What follows belongs to an exercise in optimizing a design on an open flow for small area, a short achievable clock period and few clock cycles per item; a production flow would make more cautious choices. Where RTL was checked, it was by simulation tests only, not by an equivalence proof against the original. Power and IR drop assume default switching activity.

==> inputs of run G <==
## block_cache_lru_directory_core
module block_cache_lru_directory_core (
    input  logic        i_clk,
    input  logic        i_rst_n,
    input  logic        i_in_valid,
    output logic        o_in_stall,
    input  logic [0:0]  i_cmd,
    input  logic [31:0] i_block_number,
    output logic        o_out_valid,
    input  logic        i_out_stall,
    output logic [2:0]  o_status,
    output logic [3:0]  o_slot,
    output logic [31:0] o_evicted_block,
    input  logic        i_cfg_we,
    input  logic [31:0] i_cfg_data
);
Settings: LEC_CHECK=0, CAP_MARGIN=40, CORE_MARGIN=2, CORE_UTILIZATION=50, CTS_CLUSTER_DIAMETER=80, CTS_CLUSTER_SIZE=18, PLACE_DENSITY=0.75, SETUP_SLACK_MARGIN=4.8, SLEW_MARGIN=40; clock period 7.5 ns.
run.sh (not shown) runs the stock make flow with config.mk's settings and CLKGATE_MAP_FILE= SYNTH_SCRIPT=/design/flow/synth_recipe.tcl, a recipe that flattens the netlist after the stock synthesis.
==> run H (differences from run G) <==
Settings changed: CORE_UTILIZATION 50 to 40, CTS_CLUSTER_DIAMETER 80 to default, CTS_CLUSTER_SIZE 18 to default, PLACE_DENSITY 0.75 to default.
==> qor summary <==
Detailed-routed wire length on met2: run G 72.5 mm; run H 74.3 mm
Leak: run G 15.2 nW; run H 15.7 nW
Number of clock buffers inserted by TritonCTS: run G 52; run H 90
Detailed-route wire length on metal 1: run G 61.7 mm; run H 62.6 mm
Final design utilization: run G 0.598; run H 0.495
Sum of net half-perimeters after detailed placement: run G 116 mm; run H 114 mm
Reg-to-Reg Start: run G s1_blk[4]$_DFFE_PN_; run H s1_blk[11]$_DFFE_PN_
Period utilization: run G 0.383; run H 0.386
Clock H-tree levels: run G 2; run H 3
Power attributed to combinational cells: run G 0.686 mW; run H 0.648 mW
Worst Tran Pin Value: run G 0.951 ns; run H 0.955 ns
Worst path setup slack after routing: run G 4.62 ns; run H 4.61 ns
Fillers: run G 5908; run H 8046
Run status: run G complete, no violations; run H complete, no violations
Testbench counts of run G, summed over its fixed seeds: cycles 24,024, requests 24,000.
Testbench counts of run H, summed over its fixed seeds: cycles 24,024, requests 24,000.

==> 08-01 <==
==> flow/design.v <==
package bcld_pkg;
    localparam int unsigned BLK_W    = 32;
    localparam int unsigned SLOT_O_W = 4;
    typedef enum logic [0:0] {
        CMD_ACCESS  = 1'b0,
        CMD_RECLAIM = 1'b1
    } t_cmd;
    typedef enum logic [2:0] {
        ST_HIT      = 3'd0,
        ST_INSERTED = 3'd1,
        ST_FULL     = 3'd2,
        ST_RANGE    = 3'd3,
        ST_EVICTED  = 3'd4,
        ST_EMPTY    = 3'd5
    } t_status;
    typedef struct packed {
        logic touch;
        logic insert;
        logic evict;
    } t_lru_op;
endpackage
module block_cache_lru_directory_core (
    input  logic        i_clk,
    input  logic        i_rst_n,
    input  logic        i_in_valid,
    output logic        o_in_stall,
    input  logic [0:0]  i_cmd,
    input  logic [31:0] i_block_number,
    output logic        o_out_valid,
    input  logic        i_out_stall,
    output logic [2:0]  o_status,
    output logic [3:0]  o_slot,
    output logic [31:0] o_evicted_block,
    input  logic        i_cfg_we,
    input  logic [31:0] i_cfg_data
);
    localparam int N = 16;
    logic [31:0]  r_tag [N];
    logic [N-1:0] r_valid;
    logic [31:0]  r_size;
    logic         r_m [N][N];      
    logic         r2_v;
    logic         r2_cmd;
    logic         r2_rng;
    logic [31:0]  r2_key;
    logic [N-1:0] r2_eq;
    logic [N-1:0] r2_fix;
    logic         r2_fixeq;
    logic         r_ov;
    logic [2:0]   r_st;
    logic [3:0]   r_sl;
    logic [31:0]  r_ev;
    logic         q_v;
    logic [2:0]   q_st;
    logic [3:0]   q_sl;
    logic [31:0]  q_ev;
    logic         pop, r_ld;
    logic         adv, take, acc;
    logic [N-1:0] eq_in;
    logic [N-1:0] match, free_oh, victim, upd, ins_oh, evc_oh, sel_oh;
    logic         hit, full, empty, is_acc, go_acc, ins;
    logic [2:0]   n_st;
    logic [3:0]   n_sl;
    logic [31:0]  n_ev;
    logic         older [N][N];   
    assign adv        = r2_v & ~q_v;
    assign take       = ~r2_v | ~q_v;
    assign acc        = i_in_valid & take;
    assign o_in_stall = ~take;
    assign pop        = r_ov & ~i_out_stall;
    assign r_ld       = ~r_ov | pop;
    always_comb begin
        for (int i = 0; i < N; i++) begin
            eq_in[i] = (r_tag[i] == i_block_number);
        end
    end
    always_comb begin
        for (int i = 0; i < N; i++) begin
            match[i] = r_valid[i] & (r2_fix[i] ? r2_fixeq : r2_eq[i]);
        end
        hit   = |match;
        full  = &r_valid;
        empty = ~|r_valid;
        for (int i = 0; i < N; i++) begin
            free_oh[i] = ~r_valid[i];
            for (int k = 0; k < i; k++) begin
                free_oh[i] = free_oh[i] & r_valid[k];
            end
        end
        for (int j = 0; j < N; j++) begin
            for (int k = 0; k < N; k++) begin
                if (k < j) older[k][j] = ~r_valid[k] | r_m[k][j];
                else if (k > j) older[k][j] = ~r_valid[k] | ~r_m[j][k];
                else older[k][j] = 1'b1;
            end
        end
        for (int j = 0; j < N; j++) begin
            victim[j] = r_valid[j];
            for (int k = 0; k < N; k++) begin
                victim[j] = victim[j] & older[k][j];
            end
        end
        is_acc = ~r2_cmd;
        go_acc = is_acc & ~r2_rng;
        ins    = go_acc & ~hit;
        ins_oh = free_oh & {N{ins}};
        upd    = (match & {N{go_acc}}) | ins_oh;
        evc_oh = victim & {N{r2_cmd}};
        sel_oh = go_acc ? (match | (hit ? '0 : free_oh)) : evc_oh;
        n_sl = '0;
        n_ev = '0;
        for (int i = 0; i < N; i++) begin
            if (sel_oh[i]) n_sl = n_sl | 4'(i);
            if (evc_oh[i]) n_ev = n_ev | r_tag[i];
        end
        if (r2_cmd) n_st = empty ? 3'd5 : 3'd4;
        else if (r2_rng) n_st = 3'd3;
        else if (hit) n_st = 3'd0;
        else if (full) n_st = 3'd2;
        else n_st = 3'd1;
    end
    always_ff @(posedge i_clk) begin
        if (!i_rst_n) begin
            r2_v    <= 1'b0;
            r_ov    <= 1'b0;
            q_v     <= 1'b0;
            r_valid <= '0;
            r_size  <= '1;
        end else begin
            if (i_cfg_we) r_size <= i_cfg_data;
            if (take) r2_v <= i_in_valid;
            if (adv) begin
                r_valid <= (r_valid & ~evc_oh) | ins_oh;
            end
            if (r_ld) r_ov <= q_v | adv;
            q_v <= q_v ? ~pop : (adv & ~r_ld);
        end
    end
    always_ff @(posedge i_clk) begin
        if (acc) begin
            r2_cmd   <= i_cmd[0];
            r2_key   <= i_block_number;
            r2_eq    <= eq_in;
            r2_fixeq <= (i_block_number == r2_key);
            r2_rng   <= (i_block_number >= r_size);
            r2_fix   <= adv ? free_oh : '0;
        end
        if (!q_v) begin
            q_st <= n_st;
            q_sl <= n_sl;
            q_ev <= n_ev;
        end
        if (r_ld) begin
            r_st <= q_v ? q_st : n_st;
            r_sl <= q_v ? q_sl : n_sl;
            r_ev <= q_v ? q_ev : n_ev;
        end
    end
    for (genvar i = 0; i < N; i++) begin : g_tag
        always_ff @(posedge i_clk) begin
            if (adv && free_oh[i]) r_tag[i] <= r2_key;
        end
    end
    for (genvar i = 0; i < N; i++) begin : g_row
        for (genvar j = i + 1; j < N; j++) begin : g_col
            always_ff @(posedge i_clk) begin
                if (adv && upd[i]) r_m[i][j] <= 1'b1;
                else if (adv && upd[j]) r_m[i][j] <= 1'b0;
            end
        end
    end
    assign o_out_valid     = r_ov;
    assign o_status        = r_st;
    assign o_slot          = r_sl;
    assign o_evicted_block = r_ev;
endmodule
==> flow/run.sh <==
#!/bin/bash
# synth_recipe.tcl (not shown) runs the flow's synth.tcl, then flattens the netlist and writes it again
# the make line also repeats each setting of config.mk as NAME=value (left out here)
make -C /OpenROAD-flow-scripts/flow DESIGN_CONFIG=/design/flow/config.mk WORK_HOME=/design/flow/orfs CLKGATE_MAP_FILE= SYNTH_SCRIPT=/design/flow/synth_recipe.tcl finish
==> flow/config.mk <==
export PLATFORM = sky130hd
export DESIGN_NAME = block_cache_lru_directory_core
export DESIGN_NICKNAME = block_cache_lru_directory_core
export VERILOG_FILES = /design/flow/design.v
export SDC_FILE = /design/flow/constraint.sdc
export NUM_CORES = 4
export LEC_CHECK = 0
export CAP_MARGIN = 40
export CORE_MARGIN = 2
export CORE_UTILIZATION = 40
export SETUP_SLACK_MARGIN = 4.5
export SLEW_MARGIN = 40
==> flow/constraint.sdc <==
create_clock -name core_clock -period 7.5 [get_ports {i_clk}]
set_input_delay 1.5000 -clock core_clock [delete_from_list [all_inputs] [get_ports {i_clk}]]
set_output_delay 1.5000 -clock core_clock [all_outputs]
set_load 0.01 [all_outputs]
==> 05-12 (differences from 08-01) <==
==> flow/design.v, changed modules only <==
module block_cache_lru_directory_core (
    input  logic        i_clk,
    input  logic        i_rst_n,
    input  logic        i_in_valid,
    output logic        o_in_stall,
    input  logic [0:0]  i_cmd,
    input  logic [31:0] i_block_number,
    output logic        o_out_valid,
    input  logic        i_out_stall,
    output logic [2:0]  o_status,
    output logic [3:0]  o_slot,
    output logic [31:0] o_evicted_block,
    input  logic        i_cfg_we,
    input  logic [31:0] i_cfg_data
);
    localparam int N = 16;
    logic [31:0]  r_tag [N];
    logic [N-1:0] r_valid;
    logic [31:0]  r_size;
    logic         r_m [N][N];      
    logic         s1_v;
    logic         s1_cmd;
    logic [31:0]  s1_blk;
    logic         s1_take, n1_v;
    logic         r2_v;
    logic         r2_cmd;
    logic         r2_gt_hi, r2_eq_hi, r2_ge_lo;   
    logic         r2_rng;
    logic [31:0]  r2_key;
    logic [N-1:0] r2_eq;
    logic         r_ov;
    logic [2:0]   r_st;
    logic [3:0]   r_sl;
    logic [31:0]  r_ev;
    logic         q_v;
    logic [2:0]   q_st;
    logic [3:0]   q_sl;
    logic [N-1:0] q_rd;
    logic         pop, r_ld;
    logic         n2_v, nq_v, r_stall;
    logic         adv, take, acc;
    logic [N-1:0] eq_in;
    logic         eq_key;
    logic [N-1:0] match, free_oh, victim, upd, ins_oh, evc_oh, sel_oh, rd_oh;
    logic         hit, full, empty, is_acc, go_acc, ins;
    logic [2:0]   n_st;
    logic [3:0]   n_sl;
    logic [31:0]  n_ev;
    logic         older [N][N];   
    assign adv        = r2_v & ~q_v;
    assign take       = ~r2_v | ~q_v;
    assign acc        = take;
    assign s1_take    = ~s1_v | take;
    assign n1_v       = s1_take ? i_in_valid : s1_v;
    assign o_in_stall = r_stall;
    assign pop        = r_ov & ~i_out_stall;
    assign r_ld       = ~r_ov | pop;
    assign n2_v       = take ? s1_v : r2_v;
    assign nq_v       = q_v ? ~pop : (adv & ~r_ld);
    assign eq_key = (r2_key == s1_blk);
    always_comb begin
        for (int i = 0; i < N; i++) begin
            eq_in[i] = (adv && free_oh[i]) ? eq_key : (r_tag[i] == s1_blk);
        end
    end
    assign r2_rng = r2_gt_hi | (r2_eq_hi & r2_ge_lo);
    always_comb begin
        for (int i = 0; i < N; i++) begin
            match[i] = r_valid[i] & r2_eq[i];
        end
        hit   = |match;
        full  = &r_valid;
        empty = ~|r_valid;
        for (int i = 0; i < N; i++) begin
            free_oh[i] = ~r_valid[i];
            for (int k = 0; k < i; k++) begin
                free_oh[i] = free_oh[i] & r_valid[k];
            end
        end
        for (int j = 0; j < N; j++) begin
            for (int k = 0; k < N; k++) begin
                if (k < j) older[k][j] = ~r_valid[k] | r_m[k][j];
                else if (k > j) older[k][j] = ~r_valid[k] | ~r_m[j][k];
                else older[k][j] = 1'b1;
            end
        end
        for (int j = 0; j < N; j++) begin
            victim[j] = r_valid[j];
            for (int k = 0; k < N; k++) begin
                victim[j] = victim[j] & older[k][j];
            end
        end
        is_acc = ~r2_cmd;
        go_acc = is_acc & ~r2_rng;
        ins    = go_acc & ~hit;
        ins_oh = free_oh & {N{ins}};
        upd    = (match & {N{go_acc}}) | ins_oh;
        evc_oh = victim & {N{r2_cmd}};
        sel_oh = go_acc ? (match | (hit ? '0 : free_oh)) : evc_oh;
        n_sl = '0;
        for (int i = 0; i < N; i++) begin
            if (sel_oh[i]) n_sl = n_sl | 4'(i);
        end
        for (int i = 0; i < N; i++) begin
            q_rd[i] = (q_st == 3'd4) && (q_sl == 4'(i));
        end
        rd_oh = q_v ? q_rd : evc_oh;
        n_ev = '0;
        for (int i = 0; i < N; i++) begin
            if (rd_oh[i]) n_ev = n_ev | r_tag[i];
        end
        if (r2_cmd) n_st = empty ? 3'd5 : 3'd4;
        else if (r2_rng) n_st = 3'd3;
        else if (hit) n_st = 3'd0;
        else if (full) n_st = 3'd2;
        else n_st = 3'd1;
    end
    always_ff @(posedge i_clk) begin
        if (!i_rst_n) begin
            r2_v    <= 1'b0;
            s1_v    <= 1'b0;
            r_stall <= 1'b0;
            r_ov    <= 1'b0;
            q_v     <= 1'b0;
            r_valid <= '0;
            r_size  <= '1;
        end else begin
            if (i_cfg_we) r_size <= i_cfg_data;
            s1_v    <= n1_v;
            r2_v    <= n2_v;
            r_stall <= n1_v & n2_v & nq_v;
            if (adv) begin
                r_valid <= (r_valid & ~evc_oh) | ins_oh;
            end
            if (r_ld) r_ov <= q_v | adv;
            q_v <= nq_v;
        end
    end
    always_ff @(posedge i_clk) begin
        if (s1_take) begin
            s1_cmd <= i_cmd[0];
            s1_blk <= i_block_number;
        end
        if (acc) begin
            r2_cmd   <= s1_cmd;
            r2_key   <= s1_blk;
            r2_eq    <= eq_in;
            r2_gt_hi <= (s1_blk[31:16] >  r_size[31:16]);
            r2_eq_hi <= (s1_blk[31:16] == r_size[31:16]);
            r2_ge_lo <= (s1_blk[15:0]  >= r_size[15:0]);
        end
        if (!q_v) begin
            q_st <= n_st;
            q_sl <= n_sl;
        end
        if (r_ld) begin
            r_st <= q_v ? q_st : n_st;
            r_sl <= q_v ? q_sl : n_sl;
            r_ev <= n_ev;
        end
    end
    for (genvar i = 0; i < N; i++) begin : g_tag
        always_ff @(posedge i_clk) begin
            if (adv && free_oh[i]) r_tag[i] <= r2_key;
        end
    end
    for (genvar i = 0; i < N; i++) begin : g_row
        for (genvar j = i + 1; j < N; j++) begin : g_col
            always_ff @(posedge i_clk) begin
                if (adv && upd[i]) r_m[i][j] <= 1'b1;
                else if (adv && upd[j]) r_m[i][j] <= 1'b0;
            end
        end
    end
    assign o_out_valid     = r_ov;
    assign o_status        = r_st;
    assign o_slot          = r_sl;
    assign o_evicted_block = r_ev;
endmodule
--- a/flow/config.mk
+++ b/flow/config.mk
@@ -10,3 +10,5 @@
 export CORE_UTILIZATION = 40
-export SETUP_SLACK_MARGIN = 4.5
+export CTS_CLUSTER_DIAMETER = 80
+export CTS_CLUSTER_SIZE = 18
+export SETUP_SLACK_MARGIN = 5.0
 export SLEW_MARGIN = 40
==> 12-05 (differences from 08-01) <==
==> flow/design.v, changed modules only <==
module block_cache_lru_directory_core (
    input  logic        i_clk,
    input  logic        i_rst_n,
    input  logic        i_in_valid,
    output logic        o_in_stall,
    input  logic [0:0]  i_cmd,
    input  logic [31:0] i_block_number,
    output logic        o_out_valid,
    input  logic        i_out_stall,
    output logic [2:0]  o_status,
    output logic [3:0]  o_slot,
    output logic [31:0] o_evicted_block,
    input  logic        i_cfg_we,
    input  logic [31:0] i_cfg_data
);
    localparam int N = 16;
    logic [31:0]  r_tag [N];
    logic [N-1:0] r_valid;
    logic [31:0]  r_size;
    logic         r_m [N][N];      
    logic         s1_v;
    logic         s1_cmd;
    logic [31:0]  s1_blk;
    logic         s1_take, n1_v;
    logic         r2_v;
    logic         r2_cmd;
    logic         r2_gt_hi, r2_eq_hi, r2_ge_lo;   
    logic         r2_rng;
    logic [31:0]  r2_key;
    logic [N-1:0] r2_eq;
    logic         r_ov;
    logic [2:0]   r_st;
    logic [3:0]   r_sl;
    logic [31:0]  r_ev;
    logic         q_v;
    logic [2:0]   q_st;
    logic [3:0]   q_sl;
    logic [N-1:0] q_rd;
    logic         pop, r_ld;
    logic         n2_v, nq_v, r_stall;
    logic         adv, take, acc;
    logic [N-1:0] eq_in;
    logic         eq_key;
    logic [N-1:0] match, free_oh, victim, upd, ins_oh, evc_oh, sel_oh, rd_oh;
    logic         hit, full, empty, is_acc, go_acc, ins;
    logic [2:0]   n_st;
    logic [3:0]   n_sl;
    logic [31:0]  n_ev;
    logic         older [N][N];   
    assign adv        = r2_v & ~q_v;
    assign take       = ~r2_v | ~q_v;
    assign acc        = take;
    assign s1_take    = ~s1_v | take;
    assign n1_v       = s1_take ? i_in_valid : s1_v;
    assign o_in_stall = r_stall;
    assign pop        = r_ov & ~i_out_stall;
    assign r_ld       = ~r_ov | pop;
    assign n2_v       = take ? s1_v : r2_v;
    assign nq_v       = q_v ? ~pop : (adv & ~r_ld);
    assign eq_key = (r2_key == s1_blk);
    always_comb begin
        for (int i = 0; i < N; i++) begin
            eq_in[i] = (adv && free_oh[i]) ? eq_key : (r_tag[i] == s1_blk);
        end
    end
    assign r2_rng = r2_gt_hi | (r2_eq_hi & r2_ge_lo);
    always_comb begin
        for (int i = 0; i < N; i++) begin
            match[i] = r_valid[i] & r2_eq[i];
        end
        hit   = |match;
        full  = &r_valid;
        empty = ~|r_valid;
        for (int i = 0; i < N; i++) begin
            free_oh[i] = ~r_valid[i];
            for (int k = 0; k < i; k++) begin
                free_oh[i] = free_oh[i] & r_valid[k];
            end
        end
        for (int j = 0; j < N; j++) begin
            for (int k = 0; k < N; k++) begin
                if (k < j) older[k][j] = ~r_valid[k] | r_m[k][j];
                else if (k > j) older[k][j] = ~r_valid[k] | ~r_m[j][k];
                else older[k][j] = 1'b1;
            end
        end
        for (int j = 0; j < N; j++) begin
            victim[j] = r_valid[j];
            for (int k = 0; k < N; k++) begin
                victim[j] = victim[j] & older[k][j];
            end
        end
        is_acc = ~r2_cmd;
        go_acc = is_acc & ~r2_rng;
        ins    = go_acc & ~hit;
        ins_oh = free_oh & {N{ins}};
        upd    = (match & {N{go_acc}}) | ins_oh;
        evc_oh = victim & {N{r2_cmd}};
        sel_oh = go_acc ? (match | (hit ? '0 : free_oh)) : evc_oh;
        n_sl = '0;
        for (int i = 0; i < N; i++) begin
            if (sel_oh[i]) n_sl = n_sl | 4'(i);
        end
        for (int i = 0; i < N; i++) begin
            q_rd[i] = (q_st == 3'd4) && (q_sl == 4'(i));
        end
        rd_oh = q_v ? q_rd : evc_oh;
        n_ev = '0;
        for (int i = 0; i < N; i++) begin
            if (rd_oh[i]) n_ev = n_ev | r_tag[i];
        end
        if (r2_cmd) n_st = empty ? 3'd5 : 3'd4;
        else if (r2_rng) n_st = 3'd3;
        else if (hit) n_st = 3'd0;
        else if (full) n_st = 3'd2;
        else n_st = 3'd1;
    end
    always_ff @(posedge i_clk) begin
        if (!i_rst_n) begin
            r2_v    <= 1'b0;
            s1_v    <= 1'b0;
            r_stall <= 1'b0;
            r_ov    <= 1'b0;
            q_v     <= 1'b0;
            r_valid <= '0;
            r_size  <= '1;
        end else begin
            if (i_cfg_we) r_size <= i_cfg_data;
            s1_v    <= n1_v;
            r2_v    <= n2_v;
            r_stall <= n1_v & n2_v & nq_v;
            if (adv) begin
                r_valid <= (r_valid & ~evc_oh) | ins_oh;
            end
            if (r_ld) r_ov <= q_v | adv;
            q_v <= nq_v;
        end
    end
    always_ff @(posedge i_clk) begin
        if (s1_take) begin
            s1_cmd <= i_cmd[0];
            s1_blk <= i_block_number;
        end
        if (acc) begin
            r2_cmd   <= s1_cmd;
            r2_key   <= s1_blk;
            r2_eq    <= eq_in;
            r2_gt_hi <= (s1_blk[31:16] >  r_size[31:16]);
            r2_eq_hi <= (s1_blk[31:16] == r_size[31:16]);
            r2_ge_lo <= (s1_blk[15:0]  >= r_size[15:0]);
        end
        if (!q_v) begin
            q_st <= n_st;
            q_sl <= n_sl;
        end
        if (r_ld) begin
            r_st <= q_v ? q_st : n_st;
            r_sl <= q_v ? q_sl : n_sl;
            r_ev <= n_ev;
        end
    end
    for (genvar i = 0; i < N; i++) begin : g_tag
        always_ff @(posedge i_clk) begin
            if (adv && free_oh[i]) r_tag[i] <= r2_key;
        end
    end
    for (genvar i = 0; i < N; i++) begin : g_row
        for (genvar j = i + 1; j < N; j++) begin : g_col
            always_ff @(posedge i_clk) begin
                if (adv && upd[i]) r_m[i][j] <= 1'b1;
                else if (adv && upd[j]) r_m[i][j] <= 1'b0;
            end
        end
    end
    assign o_out_valid     = r_ov;
    assign o_status        = r_st;
    assign o_slot          = r_sl;
    assign o_evicted_block = r_ev;
endmodule
--- a/flow/config.mk
+++ b/flow/config.mk
@@ -9,4 +9,6 @@
 export CORE_MARGIN = 2
-export CORE_UTILIZATION = 40
-export SETUP_SLACK_MARGIN = 4.5
+export CORE_UTILIZATION = 50
+export CTS_CLUSTER_DIAMETER = 80
+export CTS_CLUSTER_SIZE = 18
+export SETUP_SLACK_MARGIN = 4.8
 export SLEW_MARGIN = 40
==> 01-23 (differences from 08-01) <==
==> flow/design.v, changed modules only <==
module block_cache_lru_directory_core (
    input  logic        i_clk,
    input  logic        i_rst_n,
    input  logic        i_in_valid,
    output logic        o_in_stall,
    input  logic [0:0]  i_cmd,
    input  logic [31:0] i_block_number,
    output logic        o_out_valid,
    input  logic        i_out_stall,
    output logic [2:0]  o_status,
    output logic [3:0]  o_slot,
    output logic [31:0] o_evicted_block,
    input  logic        i_cfg_we,
    input  logic [31:0] i_cfg_data
);
    localparam int N = 16;
    logic [31:0]  r_tag [N];
    logic [N-1:0] r_valid;
    logic [31:0]  r_size;
    logic         r_m [N][N];      
    logic         s1_v;
    logic         s1_cmd;
    logic [31:0]  s1_blk;
    logic         s1_take, n1_v;
    logic         r2_v;
    logic         r2_cmd;
    logic         r2_gt_hi, r2_eq_hi, r2_ge_lo;   
    logic         r2_rng;
    logic [31:0]  r2_key;
    logic [N-1:0] r2_eq;
    logic         r_ov;
    logic [2:0]   r_st;
    logic [3:0]   r_sl;
    logic [31:0]  r_ev;
    logic         q_v;
    logic [2:0]   q_st;
    logic [3:0]   q_sl;
    logic [N-1:0] q_rd;
    logic         pop, r_ld;
    logic         n2_v, nq_v, r_stall;
    logic         adv, take, acc;
    logic [N-1:0] eq_in;
    logic         eq_key;
    logic [N-1:0] match, free_oh, victim, upd, ins_oh, evc_oh, sel_oh, rd_oh;
    logic         hit, full, empty, is_acc, go_acc, ins;
    logic [2:0]   n_st;
    logic [3:0]   n_sl;
    logic [31:0]  n_ev;
    logic         older [N][N];   
    assign adv        = r2_v & ~q_v;
    assign take       = ~r2_v | ~q_v;
    assign acc        = take;
    assign s1_take    = ~s1_v | take;
    assign n1_v       = s1_take ? i_in_valid : s1_v;
    assign o_in_stall = r_stall;
    assign pop        = r_ov & ~i_out_stall;
    assign r_ld       = ~r_ov | pop;
    assign n2_v       = take ? s1_v : r2_v;
    assign nq_v       = q_v ? ~pop : (adv & ~r_ld);
    assign eq_key = (r2_key == s1_blk);
    always_comb begin
        for (int i = 0; i < N; i++) begin
            eq_in[i] = (adv && free_oh[i]) ? eq_key : (r_tag[i] == s1_blk);
        end
    end
    assign r2_rng = r2_gt_hi | (r2_eq_hi & r2_ge_lo);
    always_comb begin
        for (int i = 0; i < N; i++) begin
            match[i] = r_valid[i] & r2_eq[i];
        end
        hit   = |match;
        full  = &r_valid;
        empty = ~|r_valid;
        for (int i = 0; i < N; i++) begin
            free_oh[i] = ~r_valid[i];
            for (int k = 0; k < i; k++) begin
                free_oh[i] = free_oh[i] & r_valid[k];
            end
        end
        for (int j = 0; j < N; j++) begin
            for (int k = 0; k < N; k++) begin
                if (k < j) older[k][j] = ~r_valid[k] | r_m[k][j];
                else if (k > j) older[k][j] = ~r_valid[k] | ~r_m[j][k];
                else older[k][j] = 1'b1;
            end
        end
        for (int j = 0; j < N; j++) begin
            victim[j] = r_valid[j];
            for (int k = 0; k < N; k++) begin
                victim[j] = victim[j] & older[k][j];
            end
        end
        is_acc = ~r2_cmd;
        go_acc = is_acc & ~r2_rng;
        ins    = go_acc & ~hit;
        ins_oh = free_oh & {N{ins}};
        upd    = (match & {N{go_acc}}) | ins_oh;
        evc_oh = victim & {N{r2_cmd}};
        sel_oh = go_acc ? (match | (hit ? '0 : free_oh)) : evc_oh;
        n_sl = '0;
        for (int i = 0; i < N; i++) begin
            if (sel_oh[i]) n_sl = n_sl | 4'(i);
        end
        for (int i = 0; i < N; i++) begin
            q_rd[i] = (q_st == 3'd4) && (q_sl == 4'(i));
        end
        rd_oh = q_v ? q_rd : evc_oh;
        n_ev = '0;
        for (int i = 0; i < N; i++) begin
            if (rd_oh[i]) n_ev = n_ev | r_tag[i];
        end
        if (r2_cmd) n_st = empty ? 3'd5 : 3'd4;
        else if (r2_rng) n_st = 3'd3;
        else if (hit) n_st = 3'd0;
        else if (full) n_st = 3'd2;
        else n_st = 3'd1;
    end
    always_ff @(posedge i_clk) begin
        if (!i_rst_n) begin
            r2_v    <= 1'b0;
            s1_v    <= 1'b0;
            r_stall <= 1'b0;
            r_ov    <= 1'b0;
            q_v     <= 1'b0;
            r_valid <= '0;
            r_size  <= '1;
        end else begin
            if (i_cfg_we) r_size <= i_cfg_data;
            s1_v    <= n1_v;
            r2_v    <= n2_v;
            r_stall <= n1_v & n2_v & nq_v;
            if (adv) begin
                r_valid <= (r_valid & ~evc_oh) | ins_oh;
            end
            if (r_ld) r_ov <= q_v | adv;
            q_v <= nq_v;
        end
    end
    always_ff @(posedge i_clk) begin
        if (s1_take) begin
            s1_cmd <= i_cmd[0];
            s1_blk <= i_block_number;
        end
        if (acc) begin
            r2_cmd   <= s1_cmd;
            r2_key   <= s1_blk;
            r2_eq    <= eq_in;
            r2_gt_hi <= (s1_blk[31:16] >  r_size[31:16]);
            r2_eq_hi <= (s1_blk[31:16] == r_size[31:16]);
            r2_ge_lo <= (s1_blk[15:0]  >= r_size[15:0]);
        end
        if (!q_v) begin
            q_st <= n_st;
            q_sl <= n_sl;
        end
        if (r_ld) begin
            r_st <= q_v ? q_st : n_st;
            r_sl <= q_v ? q_sl : n_sl;
            r_ev <= n_ev;
        end
    end
    for (genvar i = 0; i < N; i++) begin : g_tag
        always_ff @(posedge i_clk) begin
            if (adv && free_oh[i]) r_tag[i] <= r2_key;
        end
    end
    for (genvar i = 0; i < N; i++) begin : g_row
        for (genvar j = i + 1; j < N; j++) begin : g_col
            always_ff @(posedge i_clk) begin
                if (adv && upd[i]) r_m[i][j] <= 1'b1;
                else if (adv && upd[j]) r_m[i][j] <= 1'b0;
            end
        end
    end
    assign o_out_valid     = r_ov;
    assign o_status        = r_st;
    assign o_slot          = r_sl;
    assign o_evicted_block = r_ev;
endmodule
--- a/flow/config.mk
+++ b/flow/config.mk
@@ -9,4 +9,6 @@
 export CORE_MARGIN = 2
-export CORE_UTILIZATION = 40
-export SETUP_SLACK_MARGIN = 4.5
+export CORE_UTILIZATION = 50
+export CTS_CLUSTER_DIAMETER = 80
+export CTS_CLUSTER_SIZE = 18
+export SETUP_SLACK_MARGIN = 4.7
 export SLEW_MARGIN = 40
==> qor summary <==
Run status: 12-05 complete, no violations; 01-23 complete, no violations; 08-01 complete, no violations; 05-12 complete, no violations
Die H: 12-05 277 um; 01-23 277 um; 08-01 311 um; 05-12 309 um
H-tree depth reported by CTS: 12-05 2; 01-23 2; 08-01 3; 05-12 2
CTS Buf Count: 12-05 55; 01-23 52; 08-01 93; 05-12 55
Final total power: 12-05 8.73 mW; 01-23 8.60 mW; 08-01 10.4 mW; 05-12 8.93 mW
Simple logic cell fraction of the synthesized area: 12-05 0.101; 01-23 0.101; 08-01 0.0893; 05-12 0.101
Final instance count without filler cells: 12-05 4100; 01-23 4045; 08-01 4436; 05-12 4642
Internal power summed over all cells: 12-05 6.55 mW; 01-23 6.50 mW; 08-01 7.84 mW; 05-12 6.66 mW
PostCTS Resize Cnt: 12-05 313; 01-23 226; 08-01 170; 05-12 638
Tap Cells: 12-05 969; 01-23 969; 08-01 1254; 05-12 1243
Global-route wire length before repair: 12-05 228000 um; 01-23 223000 um; 08-01 225000 um; 05-12 257000 um
Final design area excluding fillers: 12-05 43500 um^2; 01-23 42500 um^2; 08-01 45500 um^2; 05-12 49500 um^2
Multi-input combinational area share: 12-05 0.335; 01-23 0.337; 08-01 0.329; 05-12 0.330
Testbench counts of 05-12, summed over its fixed seeds: cycles 24,024, requests 24,000.
Testbench counts of 12-05, summed over its fixed seeds: cycles 24,024, requests 24,000.
Testbench counts of 01-23, summed over its fixed seeds: cycles 24,024, requests 24,000.
The RTL of 08-01 was laid out without a check of its function.

[port drivers added, routing unchanged]
Ports are ideal in the flow. The routed layouts listed here were re-timed in OpenROAD.
Step 1: set_driving_cell puts a clkbuf_16 on i_clk and a buf_2 on each other input, an assumption about the parent block.
Step 2 times the ports against the registers' clock, not the clock port: input delays grow and output delays shrink by t, the midpoint of the rising clock arrivals with the driver on.
a / b / c = ideal / step 1 / step 2; a / b = the first two.
run	t (ns)	setup slack, ns	worst setup path after step 2	worst data-port slew with drivers (ns)
run G	0.711	4.624 / 4.552 / 4.317	input to register	0.06
run H	0.750	4.608 / 4.538 / 4.465	input to register	0.04
08-01	0.744	4.322 / 4.348 / 3.618	input to register	0.04
05-12	0.757	4.570 / 4.499 / 4.501	input to register	0.04
12-05	0.735	4.573 / 4.495 / 4.199	input to register	0.05
01-23	0.718	4.473 / 4.473 / 4.102	input to register	0.06
After both steps setup and hold are still met in every run listed. The setup slack of 08-01, which loses most, moves by +0.026 ns with the drivers and by -0.704 ns with both steps.
